This is an optimization exercise on Yosys and OpenROAD, whose aim is small area, not a production implementation. In this exercise RTL edits were held to simulation tests only and were not proved equivalent to the original.

==> flow/design.v <==
module wb_regfile #(
   parameter int DATA_W = 32,
   parameter int ADDR_W = 5,
   parameter int CNT_W  = 16
) (
   input  logic              clk,
   input  logic              rst_n,
   input  logic              MemtoReg_WB,
   input  logic              RegWrite_WB,
   input  logic [DATA_W-1:0] dmReadData_WB,
   input  logic [DATA_W-1:0] ALUResult_WB,
   input  logic [ADDR_W-1:0] Dst_WB,
   input  logic [ADDR_W-1:0] ReadReg1_ID,
   input  logic [ADDR_W-1:0] ReadReg2_ID,
   output logic [DATA_W-1:0] ReadData1_ID,
   output logic [DATA_W-1:0] ReadData2_ID,
   output logic [DATA_W-1:0] WriteData_WB,
   output logic [CNT_W-1:0]  CommitCount
);
   localparam int NREGS = 1 << ADDR_W;
   logic [DATA_W-1:0] regs_q [1:NREGS-1];    
   logic [DATA_W-1:0] regs_d [1:NREGS-1];
   logic              phase_q;
   logic [CNT_W-1:0]  commit_q;
   logic [CNT_W:0]    commit_c;     
   logic              wr_qual;
   logic [DATA_W-1:0] wdata_n;      
   logic [NREGS-1:1]  wen;          
   logic [NREGS-1:1]  wen_n;        
   logic [NREGS-1:1]  sel1, sel2;   
   logic              rd1_any, rd2_any;
   logic [DATA_W-1:0] rd1_raw, rd2_raw;
   assign WriteData_WB = MemtoReg_WB ? dmReadData_WB : ALUResult_WB;
   assign wr_qual      = rst_n & RegWrite_WB & (Dst_WB != '0);
   assign wdata_n = WriteData_WB ^ {DATA_W{phase_q}};
   always_comb begin
      for (int i = 1; i < NREGS; i++) begin
         wen[i]   = !rst_n || (RegWrite_WB && (Dst_WB == ADDR_W'(i)));
         wen_n[i] = !(rst_n && RegWrite_WB && (Dst_WB == ADDR_W'(i)));
         sel1[i] = rst_n && (ReadReg1_ID == ADDR_W'(i));
         sel2[i] = rst_n && (ReadReg2_ID == ADDR_W'(i));
      end
   end
   for (genvar i = 1; i < NREGS; i++) begin : g_reg
      for (genvar b = 0; b < DATA_W; b++) begin : g_bit
         wb_regfile_nxt u_nxt (
            .q(regs_q[i][b]), .we(wen[i]), .we_n(wen_n[i]), .wd_n(wdata_n[b]),
            .d(regs_d[i][b])
         );
      end
   end
   always_ff @(posedge clk) begin
      phase_q <= rst_n & ~phase_q;
      for (int i = 1; i < NREGS; i++) begin
         regs_q[i] <= regs_d[i];
      end
   end
   assign commit_c[0] = wr_qual & ~&commit_q;
   for (genvar k = 0; k < CNT_W; k++) begin : g_cnt
      assign commit_c[k+1] = commit_c[k] & commit_q[k];
   end
   always_ff @(posedge clk) begin
      commit_q <= {CNT_W{rst_n}} & (commit_q ^ commit_c[CNT_W-1:0]);
   end
   for (genvar b = 0; b < DATA_W; b++) begin : g_rd
      logic [NREGS-1:1] col;
      for (genvar i = 1; i < NREGS; i++) begin : g_col
         assign col[i] = regs_q[i][b];
      end
      wb_regfile_rdsel #(.N(NREGS-1)) u_rd1 (.sel(sel1), .d(col), .y(rd1_raw[b]));
      wb_regfile_rdsel #(.N(NREGS-1)) u_rd2 (.sel(sel2), .d(col), .y(rd2_raw[b]));
   end
   assign rd1_any = rst_n && (ReadReg1_ID != '0);
   assign rd2_any = rst_n && (ReadReg2_ID != '0);
   assign ReadData1_ID = rd1_raw ^ {DATA_W{phase_q & rd1_any}};
   assign ReadData2_ID = rd2_raw ^ {DATA_W{phase_q & rd2_any}};
   assign CommitCount = commit_q;
endmodule
module wb_regfile_nxt (
   input  logic q,
   input  logic we,
   input  logic we_n,
   input  logic wd_n,
   output logic d
);
   assign d = ~((q | we) & (wd_n | we_n));
endmodule
module wb_regfile_rdsel #(
   parameter int N = 31
) (
   input  logic [N-1:0] sel,
   input  logic [N-1:0] d,
   output logic         y
);
   localparam int NG = N / 3;    
   logic [NG-1:0] g_n;
   for (genvar g = 0; g < NG; g++) begin : g_grp
      wb_regfile_aoi3 u_aoi (.s(sel[3*g +: 3]), .d(d[3*g +: 3]), .y_n(g_n[g]));
   end
   assign y = ~&{g_n, ~(sel[N-1:3*NG] & d[N-1:3*NG])};
endmodule
module wb_regfile_aoi3 (
   input  logic [2:0] s,
   input  logic [2:0] d,
   output logic       y_n
);
   assign y_n = ~|(s & d);
endmodule
Settings: LEC_CHECK=0, CAP_MARGIN=20, CORE_MARGIN=2, CORE_UTILIZATION=55, CTS_BUF_LIST=sky130_fd_sc_hd__clkbuf_16, CTS_CLUSTER_DIAMETER=80, CTS_CLUSTER_SIZE=25, PLACE_DENSITY=0.7, SETUP_SLACK_MARGIN=0.1, SLEW_MARGIN=20, SYNTH_HIERARCHICAL=1, SYNTH_MINIMUM_KEEP_SIZE=0; clock period 6.5 ns.
standard.sh (not shown) runs the stock make flow with config.mk's settings and CLKGATE_MAP_FILE= SYNTH_SCRIPT=/design/flow/synth_recipe.tcl, a recipe that flattens the netlist after the stock synthesis.
==> flow/flow/run.sh <==
#!/bin/bash
set -euo pipefail
cd "$(dirname "$0")/.."
CTS="-sink_clustering_enable -repair_clock_nets -dont_use_dummy_load"
CTS="$CTS -buf_list sky130_fd_sc_hd__clkbuf_16 -sink_clustering_size 25 -sink_clustering_max_diameter 80"
bash standard.sh \
  "BUFFER_PORTS_ARGS=-buffer_cell sky130_fd_sc_hd__buf_1" \
  "CTS_ARGS=$CTS" \
  finish > flow_make.log 2>&1
Edit:
--- a/flow/design.v
+++ b/flow/design.v
@@ -23,9 +23,7 @@
    logic              phase_q;
    logic [CNT_W-1:0]  commit_q;
-   logic [CNT_W:0]    commit_c;     
    logic              wr_qual;
    logic [DATA_W-1:0] wdata_n;      
    logic [NREGS-1:1]  wen;          
-   logic [NREGS-1:1]  wen_n;        
    logic [NREGS-1:1]  sel1, sel2;   
    logic              rd1_any, rd2_any;
@@ -33,9 +31,8 @@
    assign WriteData_WB = MemtoReg_WB ? dmReadData_WB : ALUResult_WB;
    assign wr_qual      = rst_n & RegWrite_WB & (Dst_WB != '0);
-   assign wdata_n = WriteData_WB ^ {DATA_W{phase_q}};
+   assign wdata_n = ~{DATA_W{rst_n}} | (WriteData_WB ^ {DATA_W{phase_q}});
    always_comb begin
       for (int i = 1; i < NREGS; i++) begin
-         wen[i]   = !rst_n || (RegWrite_WB && (Dst_WB == ADDR_W'(i)));
-         wen_n[i] = !(rst_n && RegWrite_WB && (Dst_WB == ADDR_W'(i)));
+         wen[i]  = !rst_n || (RegWrite_WB && (Dst_WB == ADDR_W'(i)));
          sel1[i] = rst_n && (ReadReg1_ID == ADDR_W'(i));
          sel2[i] = rst_n && (ReadReg2_ID == ADDR_W'(i));
@@ -45,5 +42,5 @@
       for (genvar b = 0; b < DATA_W; b++) begin : g_bit
          wb_regfile_nxt u_nxt (
-            .q(regs_q[i][b]), .we(wen[i]), .we_n(wen_n[i]), .wd_n(wdata_n[b]),
+            .q(regs_q[i][b]), .we(wen[i]), .we_n(~wen[i]), .wd_n(wdata_n[b]),
             .d(regs_d[i][b])
          );
@@ -56,10 +53,10 @@
       end
    end
-   assign commit_c[0] = wr_qual & ~&commit_q;
-   for (genvar k = 0; k < CNT_W; k++) begin : g_cnt
-      assign commit_c[k+1] = commit_c[k] & commit_q[k];
-   end
    always_ff @(posedge clk) begin
-      commit_q <= {CNT_W{rst_n}} & (commit_q ^ commit_c[CNT_W-1:0]);
+      if (!rst_n) begin
+         commit_q <= '0;
+      end else if (wr_qual && (commit_q != '1)) begin
+         commit_q <= commit_q + 1'b1;
+      end
    end
    for (genvar b = 0; b < DATA_W; b++) begin : g_rd
Effect:
- sequential cell count stays the same
- register-to-register slack is better by 2.6 ns
- global-route usage fell by 2.4 points
- maximum frequency rose by 0.40%
- via count fell by 0.82%
- cell area fell by 1.2%
- routed wire length fell by 4.5%

-- static timing again, ports no longer ideal --
How much do the figures lean on ideal ports? The routed layouts below were timed once more, with nothing changed but the port constraints. Step 1 (the two cells are an assumption about what drives the block):
set clk [get_ports {clk}]
set_driving_cell -lib_cell sky130_fd_sc_hd__clkbuf_16 $clk
set_driving_cell -lib_cell sky130_fd_sc_hd__buf_2 [delete_from_list [all_inputs] $clk]
Step 2 moves the port delays by t, midway between the first and last clock arrival at a register: inputs arrive t later, outputs are due t later. That takes back most of the time a late clock gives input paths. a / b / c = ideal ports / drivers / drivers and shift; a / b = the first two.
run	t, ns	setup slack, ns	worst setup path at the end	worst register clock-pin slew, ns	pins driven straight from the clock port
the first run	0.692	0.497 / 0.458 / 0.458	input to output	0.10 / 0.10	1
the second run	0.699	0.520 / 0.495 / 0.495	input to output	0.10 / 0.10	1
After both steps setup and hold are still met in every run listed. For the first run, which loses most, drivers alone change the setup slack by -0.039 ns; drivers and shift together by -0.039 ns.
